From an optimization exercise on the open Yosys and OpenROAD flow, aimed at small area, a short achievable clock period and few clock cycles; shortcuts taken in it are not production practice.
The RTL was checked by simulation tests, not by an equivalence proof against the original design.

==> trial 82 <==
## ntt_core
module ntt_core (
    input  logic        clk,
    input  logic        reset,
    input  logic        cmd_valid,
    output logic        cmd_ready,
    input  logic [1:0]  cmd,
    input  logic        in_valid,
    output logic        in_ready,
    input  logic [12:0] in_data,
    output logic        out_valid,
    input  logic        out_ready,
    output logic [12:0] out_data,
    output logic        busy
);
make LEC_CHECK=0 CAP_MARGIN=20 CORE_MARGIN=2 CORE_UTILIZATION=35 SLEW_MARGIN=20 finish   # period 12.0 ns
run.sh (not shown) runs the stock make flow with config.mk's settings and CLKGATE_MAP_FILE= SYNTH_SCRIPT=/design/flow/synth_recipe.tcl, a recipe that flattens the netlist after the stock synthesis.
==> inputs of build 54, as changes to trial 82 <==
--- a/flow/design.v
+++ b/flow/design.v
@@ -127,11 +127,11 @@
     logic       ov;                 
     logic       o1v;                
     logic [3:0] o1t;                
     logic [4:0] want;               
     logic       rdy, bsy, inr;      
-    logic cmd_fire, in_fire, oissue, oload, orewind;
+    logic cmd_fire, in_fire, oissue, oload, orewind, orew_r;
     assign cmd_ready = rdy;
     assign busy      = bsy;
     assign in_ready  = inr;
     assign out_valid = ov;
     assign cmd_fire  = cmd_valid && rdy;
@@ -173,11 +173,11 @@
                     if (last_ld) state_n = S_POST;
                 end
             end
             default: begin   
                 if (cmd_fire && cmd == 2'd2) run_ok_n = 1'b1;
-                if (orewind) st_n = {2'b10, want[3:0]};
+                if (orew_r) st_n = {2'b10, want[3:0]};
                 else if (!st[5] || oissue) st_n = st + 6'd1;
                 if (done) state_n = S_IDLE;
             end
         endcase
     end
@@ -186,17 +186,19 @@
             state  <= S_IDLE;
             st     <= '0;
             run_ok <= 1'b0;
             root   <= '0;
             o1v    <= 1'b0;
+            orew_r <= 1'b0;
             want   <= '0;
         end else begin
             state  <= state_n;
             st     <= st_n;
             run_ok <= run_ok_n;
             root   <= root_n;
             o1v <= oissue;
+            orew_r <= orewind && (state == S_POST);
             if (state != S_POST) want <= '0;
             else if (oload) want <= want + 5'd1;
         end
     end
     logic rdy_n, inr_n;
@@ -246,45 +248,51 @@
             4'd14: begin ta = 4'd12; tb = 4'd14; te = 3'd0; end
             4'd15: begin ta = 4'd13; tb = 4'd15; te = 3'd4; end
             default: ;
         endcase
     end
-    logic [3:0] dn_a, dn_b, brn;
-    logic [2:0] dn_e, dn_x0, dn_x1;
-    logic       dn_pa, dn_ld, dn_in, dn_bf, dn_ops;
-    assign brn   = bitrev4(st_n[3:0]);
-    assign dn_pa = ^dn_a;
-    assign dn_x0 = dn_pa ? dn_b[3:1] : dn_a[3:1];
-    assign dn_x1 = dn_pa ? dn_a[3:1] : dn_b[3:1];
-    logic n_ld, n_ops;
-    assign n_ld   = (state_n == S_LD);
-    assign n_ops  = (state_n == S_POST) && !st_n[5];
-    assign dn_in  = n_ld;
-    assign dn_ld  = n_ld && !st_n[3];
-    assign dn_bf  = n_ld ? st_n[3] : n_ops;
-    assign dn_ops = n_ops;
-    assign dn_a   = n_ld ? {1'b0, st_n[2:0]} : n_ops ? ta : (brn & 4'b1110);
-    assign dn_b   = n_ld ? {1'b1, st_n[2:0]} : n_ops ? tb : (brn | 4'b0001);
-    assign dn_e   = n_ld ? st_n[2:0] : n_ops ? te : 3'd0;
+    function automatic logic [21:0] mkdec(input logic [1:0] kind, input logic [3:0] x,
+                                          input logic [3:0] ta_, input logic [3:0] tb_,
+                                          input logic [2:0] te_);
+        logic       ld, inb, bf, ops, p;
+        logic [3:0] a, b, br;
+        logic [2:0] e;
+        br  = bitrev4(x);
+        ld  = (kind == 2'd0) && !x[3];
+        inb = (kind == 2'd0);
+        bf  = (kind == 2'd0) ? x[3] : (kind == 2'd1);
+        ops = (kind == 2'd1);
+        a   = (kind == 2'd0) ? {1'b0, x[2:0]} : (kind == 2'd1) ? ta_ : (br & 4'b1110);
+        b   = (kind == 2'd0) ? {1'b1, x[2:0]} : (kind == 2'd1) ? tb_ : (br | 4'b0001);
+        e   = (kind == 2'd0) ? x[2:0] : (kind == 2'd1) ? te_ : 3'd0;
+        p   = ^a;
+        mkdec = {ld, inb, bf, ops, a, b, e, p, (p ? b[3:1] : a[3:1]), (p ? a[3:1] : b[3:1])};
+    endfunction
+    logic [3:0]  st1;
+    logic [21:0] c_ld_hold, c_ld_inc, c_ops, c_out0, c_out_hold, c_out_inc, c_out_rew, c_ld0, dn;
+    assign st1        = st[3:0] + 4'd1;
+    assign c_ld_hold  = mkdec(2'd0, st[3:0], ta, tb, te);
+    assign c_ld_inc   = mkdec(2'd0, st1, ta, tb, te);
+    assign c_ops      = mkdec(2'd1, st1, ta, tb, te);    
+    assign c_out0     = mkdec(2'd2, 4'd0, ta, tb, te);
+    assign c_out_hold = mkdec(2'd2, st[3:0], ta, tb, te);
+    assign c_out_inc  = mkdec(2'd2, st1, ta, tb, te);
+    assign c_out_rew  = mkdec(2'd2, want[3:0], ta, tb, te);
+    assign c_ld0      = mkdec(2'd0, 4'd0, ta, tb, te);
+    assign dn = (state == S_LD)   ? (in_fire ? (last_ld ? c_ops : c_ld_inc) : c_ld_hold) :
+                (state == S_POST) ? (!st[5] ? ((st[4:0] == 5'd31) ? c_out0 : c_ops) :
+                                     orew_r ? c_out_rew : oissue ? c_out_inc : c_out_hold) :
+                c_ld0;
     logic       op_v, op_ld, op_in, op_bf, op_ops;
     logic [3:0] op_a, op_b;
     logic [2:0] op_e;
     logic       pa;
     logic [2:0] x0, x1;
     always_ff @(posedge clk) begin
-        op_a   <= dn_a;
-        op_b   <= dn_b;
-        op_e   <= dn_e;
-        pa     <= dn_pa;
-        x0     <= dn_x0;
-        x1     <= dn_x1;
-        op_ld  <= dn_ld;
-        op_in  <= dn_in;
-        op_bf  <= dn_bf;
-        op_ops <= dn_ops;
+        {op_ld, op_in, op_bf, op_ops, op_a, op_b, op_e, pa, x0, x1} <= dn;
     end
-    assign op_v = op_in ? in_fire : op_ops;
+    assign op_v = op_in ? (in_fire && state == S_LD) : op_ops;
     logic [12:0] rf [16];
     logic [12:0] rd0, rd1;
     always_comb begin
         case (x0)
             3'd0: rd0 = rf[0];
CTS_CLUSTER_DIAMETER = 90   (was not set)
CTS_CLUSTER_SIZE = 26   (was not set)
==> inputs of build 21, as changes to trial 82 <==
--- a/flow/design.v
+++ b/flow/design.v
@@ -246,45 +246,58 @@
             4'd14: begin ta = 4'd12; tb = 4'd14; te = 3'd0; end
             4'd15: begin ta = 4'd13; tb = 4'd15; te = 3'd4; end
             default: ;
         endcase
     end
-    logic [3:0] dn_a, dn_b, brn;
-    logic [2:0] dn_e, dn_x0, dn_x1;
-    logic       dn_pa, dn_ld, dn_in, dn_bf, dn_ops;
-    assign brn   = bitrev4(st_n[3:0]);
-    assign dn_pa = ^dn_a;
-    assign dn_x0 = dn_pa ? dn_b[3:1] : dn_a[3:1];
-    assign dn_x1 = dn_pa ? dn_a[3:1] : dn_b[3:1];
-    logic n_ld, n_ops;
-    assign n_ld   = (state_n == S_LD);
-    assign n_ops  = (state_n == S_POST) && !st_n[5];
-    assign dn_in  = n_ld;
-    assign dn_ld  = n_ld && !st_n[3];
-    assign dn_bf  = n_ld ? st_n[3] : n_ops;
-    assign dn_ops = n_ops;
-    assign dn_a   = n_ld ? {1'b0, st_n[2:0]} : n_ops ? ta : (brn & 4'b1110);
-    assign dn_b   = n_ld ? {1'b1, st_n[2:0]} : n_ops ? tb : (brn | 4'b0001);
-    assign dn_e   = n_ld ? st_n[2:0] : n_ops ? te : 3'd0;
-    logic       op_v, op_ld, op_in, op_bf, op_ops;
-    logic [3:0] op_a, op_b;
+    logic [3:0] t_a, t_b;
+    logic [2:0] t_e, t_x0, t_x1;
+    logic       t_pa;
+    always_ff @(posedge clk) begin
+        t_a  <= ta;
+        t_b  <= tb;
+        t_e  <= te;
+        t_pa <= ^ta;
+        t_x0 <= (^ta) ? tb[3:1] : ta[3:1];
+        t_x1 <= (^ta) ? ta[3:1] : tb[3:1];
+    end
+    logic       is_ld, is_ops;
+    logic       op_v, op_ld, op_in, op_bf;
+    logic [3:0] op_a, op_b, brv;
     logic [2:0] op_e;
     logic       pa;
     logic [2:0] x0, x1;
-    always_ff @(posedge clk) begin
-        op_a   <= dn_a;
-        op_b   <= dn_b;
-        op_e   <= dn_e;
-        pa     <= dn_pa;
-        x0     <= dn_x0;
-        x1     <= dn_x1;
-        op_ld  <= dn_ld;
-        op_in  <= dn_in;
-        op_bf  <= dn_bf;
-        op_ops <= dn_ops;
+    assign is_ld  = (state == S_LD);
+    assign is_ops = (state == S_POST) && !st[5];
+    assign brv    = bitrev4(st[3:0]);
+    always_comb begin
+        op_in = is_ld;
+        op_ld = is_ld && !st[3];
+        op_bf = is_ld ? st[3] : is_ops;
+        op_v  = is_ld ? in_fire : (is_ops && st[4]);
+        if (is_ld) begin
+            op_a = {1'b0, st[2:0]};
+            op_b = {1'b1, st[2:0]};
+            op_e = st[2:0];
+            pa   = ^op_a;
+            x0   = pa ? op_b[3:1] : op_a[3:1];
+            x1   = pa ? op_a[3:1] : op_b[3:1];
+        end else if (is_ops) begin
+            op_a = t_a;
+            op_b = t_b;
+            op_e = t_e;
+            pa   = t_pa;
+            x0   = t_x0;
+            x1   = t_x1;
+        end else begin
+            op_a = brv & 4'b1110;
+            op_b = brv | 4'b0001;
+            op_e = 3'd0;
+            pa   = ^brv[3:1];
+            x0   = brv[3:1];
+            x1   = brv[3:1];
+        end
     end
-    assign op_v = op_in ? in_fire : op_ops;
     logic [12:0] rf [16];
     logic [12:0] rd0, rd1;
     always_comb begin
         case (x0)
             3'd0: rd0 = rf[0];
==> inputs of trial 89, as changes to trial 82 <==
--- a/flow/design.v
+++ b/flow/design.v
@@ -246,45 +246,58 @@
             4'd14: begin ta = 4'd12; tb = 4'd14; te = 3'd0; end
             4'd15: begin ta = 4'd13; tb = 4'd15; te = 3'd4; end
             default: ;
         endcase
     end
-    logic [3:0] dn_a, dn_b, brn;
-    logic [2:0] dn_e, dn_x0, dn_x1;
-    logic       dn_pa, dn_ld, dn_in, dn_bf, dn_ops;
-    assign brn   = bitrev4(st_n[3:0]);
-    assign dn_pa = ^dn_a;
-    assign dn_x0 = dn_pa ? dn_b[3:1] : dn_a[3:1];
-    assign dn_x1 = dn_pa ? dn_a[3:1] : dn_b[3:1];
-    logic n_ld, n_ops;
-    assign n_ld   = (state_n == S_LD);
-    assign n_ops  = (state_n == S_POST) && !st_n[5];
-    assign dn_in  = n_ld;
-    assign dn_ld  = n_ld && !st_n[3];
-    assign dn_bf  = n_ld ? st_n[3] : n_ops;
-    assign dn_ops = n_ops;
-    assign dn_a   = n_ld ? {1'b0, st_n[2:0]} : n_ops ? ta : (brn & 4'b1110);
-    assign dn_b   = n_ld ? {1'b1, st_n[2:0]} : n_ops ? tb : (brn | 4'b0001);
-    assign dn_e   = n_ld ? st_n[2:0] : n_ops ? te : 3'd0;
-    logic       op_v, op_ld, op_in, op_bf, op_ops;
-    logic [3:0] op_a, op_b;
+    logic [3:0] t_a, t_b;
+    logic [2:0] t_e, t_x0, t_x1;
+    logic       t_pa;
+    always_ff @(posedge clk) begin
+        t_a  <= ta;
+        t_b  <= tb;
+        t_e  <= te;
+        t_pa <= ^ta;
+        t_x0 <= (^ta) ? tb[3:1] : ta[3:1];
+        t_x1 <= (^ta) ? ta[3:1] : tb[3:1];
+    end
+    logic       is_ld, is_ops;
+    logic       op_v, op_ld, op_in, op_bf;
+    logic [3:0] op_a, op_b, brv;
     logic [2:0] op_e;
     logic       pa;
     logic [2:0] x0, x1;
-    always_ff @(posedge clk) begin
-        op_a   <= dn_a;
-        op_b   <= dn_b;
-        op_e   <= dn_e;
-        pa     <= dn_pa;
-        x0     <= dn_x0;
-        x1     <= dn_x1;
-        op_ld  <= dn_ld;
-        op_in  <= dn_in;
-        op_bf  <= dn_bf;
-        op_ops <= dn_ops;
+    assign is_ld  = (state == S_LD);
+    assign is_ops = (state == S_POST) && !st[5];
+    assign brv    = bitrev4(st[3:0]);
+    always_comb begin
+        op_in = is_ld;
+        op_ld = is_ld && !st[3];
+        op_bf = is_ld ? st[3] : is_ops;
+        op_v  = is_ld ? in_fire : (is_ops && st[4]);
+        if (is_ld) begin
+            op_a = {1'b0, st[2:0]};
+            op_b = {1'b1, st[2:0]};
+            op_e = st[2:0];
+            pa   = ^op_a;
+            x0   = pa ? op_b[3:1] : op_a[3:1];
+            x1   = pa ? op_a[3:1] : op_b[3:1];
+        end else if (is_ops) begin
+            op_a = t_a;
+            op_b = t_b;
+            op_e = t_e;
+            pa   = t_pa;
+            x0   = t_x0;
+            x1   = t_x1;
+        end else begin
+            op_a = brv & 4'b1110;
+            op_b = brv | 4'b0001;
+            op_e = 3'd0;
+            pa   = ^brv[3:1];
+            x0   = brv[3:1];
+            x1   = brv[3:1];
+        end
     end
-    assign op_v = op_in ? in_fire : op_ops;
     logic [12:0] rf [16];
     logic [12:0] rd0, rd1;
     always_comb begin
         case (x0)
             3'd0: rd0 = rf[0];
ABC_AREA = 1   (was not set)
==> comparison <==
First-iteration DRC count: build 54 is lower than trial 89 (about 38%).
Sequential share of layout area: build 21 is lower than build 54 (0.77 points).
Worst setup slack, lowest first: trial 82, trial 89, build 21, build 54.
The lowest maximum frequency belongs to trial 82, the highest to build 54.
In trial 89 the worst hold slack is better than in trial 82, by 0.0026 ns.
Synthesized cell count: trial 89 > build 54 > build 21 > trial 82.
Synthesized area, highest first: trial 89, build 54, trial 82, build 21.
Testbench counts of trial 82, summed over its fixed seeds: cycles 9,792.
Testbench counts of build 54, summed over its fixed seeds: cycles 9,792.
Testbench counts of build 21, summed over its fixed seeds: cycles 9,792.
Testbench counts of trial 89, summed over its fixed seeds: cycles 9,792.

separate check: timing with driven ports:
Ports are ideal in the flow. The routed layouts listed here were re-timed in OpenROAD. Step 1, drivers: a clkbuf_16 drives clk and a buf_2 each remaining input, both assumed. Step 2 moves the port delays by t, midway between the first and last clock arrival at a register: inputs arrive t later, outputs are due t later. That takes back most of the time a late clock gives input paths. a / b / c = ideal ports / drivers / drivers and shift; a / b = the first two.
run	t, ns	setup WS [ns]	worst register clock-pin slew, ns	worst slew at a driven data input, ns
trial 82	0.669	6.817 / 6.852 / 6.182	0.07 / 0.07	0.06
build 54	0.650	7.977 / 7.920 / 7.426	0.11 / 0.11	0.05
build 21	0.655	7.765 / 7.765 / 7.472	0.07 / 0.07	0.05
trial 89	0.684	7.464 / 7.464 / 7.464	0.07 / 0.07	0.05
After both steps setup and hold are still met in every run listed. For trial 82, which loses most, drivers alone change the setup slack by +0.035 ns; drivers and shift together by -0.635 ns.
